Context: an optimization exercise on an open-source flow, tuned for small area. The choices shown serve that exercise and are no tape-out recipe.
Only simulation tests tie the RTL to the original design; equivalence was not proved.
No activity file was given, so power comes from the tool's default toggle rates.

==> module gsim_sched, before the edit <==
module gsim_sched #(
  parameter int N_ITER = N_ITER_DEFAULT
) (
  input  logic                clk,
  input  logic                reset,
  input  logic                in_en,
  input  logic [15:0]         b_in,
  output logic [WORD_W-1:0]   cu_b,
  output logic [WORD_W-1:0]   cu_x0,
  output logic [WORD_W-1:0]   cu_x1,
  output logic [WORD_W-1:0]   cu_x2,
  output logic [WORD_W-1:0]   cu_x3,
  output logic [WORD_W-1:0]   cu_x4,
  output logic [WORD_W-1:0]   cu_x5,
  input  logic [WORD_W-1:0]   cu_x_new,
  output logic                out_valid,
  output logic [WORD_W-1:0]   x_out
);
  localparam int                 SWEEP_W    = (N_ITER > 1) ? $clog2(N_ITER) : 1;
  localparam logic [SWEEP_W-1:0] LAST_SWEEP = SWEEP_W'(N_ITER - 1);
  localparam logic [IDX_W-1:0]   LAST_IDX   = IDX_W'(VEC_LEN - 1);
  localparam int                 X_LEN      = VEC_LEN - 2;
  logic               iter;      
  logic               wb_valid;  
  logic [IDX_W-1:0]   cnt;       
  logic [SWEEP_W-1:0] sweep;
  logic [15:0]        bs [VEC_LEN];
  logic [WORD_W-1:0]  xs [X_LEN];
  logic idle, drain, last_cnt, last_issue, b_shift, x_ext, b_en;
  assign drain      = wb_valid & ~iter;
  assign idle       = ~iter & ~wb_valid & ~out_valid;
  assign last_cnt   = (cnt == LAST_IDX);
  assign last_issue = iter & last_cnt & (sweep == LAST_SWEEP);
  assign b_shift    = iter | (idle & in_en);
  assign x_ext      = last_issue | drain | out_valid;  
  assign b_en       = b_shift | x_ext;
  always_ff @(posedge clk) begin
    if (reset) begin
      iter      <= 1'b0;
      wb_valid  <= 1'b0;
      out_valid <= 1'b0;
      cnt       <= '0;
      sweep     <= '0;
    end else begin
      wb_valid <= iter;
      if (b_shift | out_valid) cnt <= cnt + 1'b1;
      if (idle & in_en & last_cnt) iter <= 1'b1;
      if (iter & last_cnt) sweep <= sweep + 1'b1;
      if (last_issue) iter <= 1'b0;
      if (drain) out_valid <= 1'b1;
      if (out_valid & last_cnt) out_valid <= 1'b0;
    end
  end
  always_ff @(posedge clk) begin
    if (b_en) begin
      bs[0] <= iter ? bs[VEC_LEN-1] : ~b_in;
      for (int i = 1; i < VEC_LEN; i++) bs[i] <= bs[i-1];
      if (x_ext) begin
        bs[12] <= xs[X_LEN-1][15:0];
        bs[14] <= xs[X_LEN-1][31:16];
      end
    end
  end
  logic [WORD_W-1:0] x_new_n;
  assign x_new_n = ~(cu_x_new & {WORD_W{wb_valid}});
  always_ff @(posedge clk) begin
    xs[0] <= x_new_n;
    for (int i = 1; i < X_LEN; i++) xs[i] <= xs[i-1];
  end
  logic off_b, off_0, off_1, off_2, off_3, off_4, off_5, off_o;
  assign off_b = ~iter;
  assign off_0 = ~(iter & (cnt != '0));
  assign off_1 = ~(iter & (cnt <= IDX_W'(VEC_LEN - 2)));
  assign off_2 = ~(iter & (cnt >= IDX_W'(2)));
  assign off_3 = ~(iter & (cnt <= IDX_W'(VEC_LEN - 3)));
  assign off_4 = ~(iter & (cnt >= IDX_W'(3)));
  assign off_5 = ~(iter & (cnt <= IDX_W'(VEC_LEN - 4)));
  assign off_o = ~out_valid;
  assign cu_b  = {~(bs[VEC_LEN-1] | {16{off_b}}), {FRAC_W{1'b0}}};
  assign cu_x0 = ~(x_new_n | {WORD_W{off_0}});
  assign cu_x1 = ~(xs[13]  | {WORD_W{off_1}});
  assign cu_x2 = ~(xs[0]   | {WORD_W{off_2}});
  assign cu_x3 = ~(xs[12]  | {WORD_W{off_3}});
  assign cu_x4 = ~(xs[1]   | {WORD_W{off_4}});
  assign cu_x5 = ~(xs[11]  | {WORD_W{off_5}});
  assign x_out = ~({bs[15], bs[13]} | {WORD_W{off_o}});
endmodule
Settings: LEC_CHECK=0, ABC_AREA=1, CAP_MARGIN=0, CORE_MARGIN=2, CORE_UTILIZATION=60, PLACE_DENSITY=0.7, SLEW_MARGIN=0, BUFFER_PORTS_ARGS=-buffer_cell sky130_fd_sc_hd__buf_1, CTS_ARGS=-sink_clustering_enable -repair_clock_nets -dont_use_dummy_load -buf_list {sky130_fd_sc_hd__clkbuf_8} -sink_clustering_size 18 -sink_clustering_max_diameter 80, SKIP_REPAIR_TIE_FANOUT=1; clock period 7.0 ns.
standard.sh (not shown) runs the stock make flow with config.mk's settings and CLKGATE_MAP_FILE= SYNTH_SCRIPT=/design/flow/synth_recipe.tcl, a recipe that flattens the netlist after the stock synthesis.
==> flow/flow/run.sh <==
#!/bin/bash
# Standard ORFS flow (the standard.sh) with the settings in flow/extra.mk
# appended to the standard flow's config.mk: smaller port buffers and a leaner clock tree.
set -e
cat flow/extra.mk >> config.mk
bash standard.sh > standard.log 2>&1
==> flow/flow/extra.mk <==
export BUFFER_PORTS_ARGS = -buffer_cell sky130_fd_sc_hd__buf_1
export CTS_ARGS = -sink_clustering_enable -repair_clock_nets -dont_use_dummy_load -buf_list {sky130_fd_sc_hd__clkbuf_8} -sink_clustering_size 18 -sink_clustering_max_diameter 80
export SKIP_REPAIR_TIE_FANOUT = 1
Rerun with:
--- a/flow/design.v
+++ b/flow/design.v
@@ -75,23 +75,25 @@
         bs[14] <= xs[X_LEN-1][31:16];
       end
     end
   end
   logic [WORD_W-1:0] x_new_n;
-  assign x_new_n = ~(cu_x_new & {WORD_W{wb_valid}});
+  assign x_new_n = ~cu_x_new;
   always_ff @(posedge clk) begin
     xs[0] <= x_new_n;
     for (int i = 1; i < X_LEN; i++) xs[i] <= xs[i-1];
   end
   logic off_b, off_0, off_1, off_2, off_3, off_4, off_5, off_o;
   assign off_b = ~iter;
   assign off_0 = ~(iter & (cnt != '0));
-  assign off_1 = ~(iter & (cnt <= IDX_W'(VEC_LEN - 2)));
+  logic first_sweep;
+  assign first_sweep = (sweep == '0);
+  assign off_1 = ~(iter & ~first_sweep & (cnt <= IDX_W'(VEC_LEN - 2)));
   assign off_2 = ~(iter & (cnt >= IDX_W'(2)));
-  assign off_3 = ~(iter & (cnt <= IDX_W'(VEC_LEN - 3)));
+  assign off_3 = ~(iter & ~first_sweep & (cnt <= IDX_W'(VEC_LEN - 3)));
   assign off_4 = ~(iter & (cnt >= IDX_W'(3)));
-  assign off_5 = ~(iter & (cnt <= IDX_W'(VEC_LEN - 4)));
+  assign off_5 = ~(iter & ~first_sweep & (cnt <= IDX_W'(VEC_LEN - 4)));
   assign off_o = ~out_valid;
   assign cu_b  = {~(bs[VEC_LEN-1] | {16{off_b}}), {FRAC_W{1'b0}}};
   assign cu_x0 = ~(x_new_n | {WORD_W{off_0}});
   assign cu_x1 = ~(xs[13]  | {WORD_W{off_1}});
   assign cu_x2 = ~(xs[0]   | {WORD_W{off_2}});
What happened: The changed run passed the timing, design-rule and antenna checks; power went up by 3.0%; fmax went down by 5.0%; sequential share of layout area is about the same; global-route usage barely changes; cell area stays flat; critical path depth grows by 1; routed wire length is lower by 1.6%; synthesized area hardly moves; via count barely changes.

==> what the ideal ports hide <==
The results above use ideal ports. As a check the final layouts listed here were re-extracted and re-timed, cells and wires unchanged.
Step 1, drivers: a clkbuf_16 drives clk and a buf_2 each remaining input, both assumed.
Step 2 times the ports against the registers' clock, not the clock port: input delays grow and output delays shrink by t, the midpoint of the rising clock arrivals with the driver on.
Slacks: ideal ports / drivers / drivers and shift; pairs: ideal ports / drivers.
| run | t, ns | slack for setup (ns) | worst register clock-pin slew, ns | worst slew at a driven data input, ns |
|---|---|---|---|---|
| the first run | 0.604 | 3.003 / 2.959 / 3.131 | 0.11 / 0.11 | 0.04 |
| the second run | 0.603 | 2.795 / 2.750 / 3.147 | 0.11 / 0.11 | 0.05 |
After both steps every run listed still meets setup and hold.
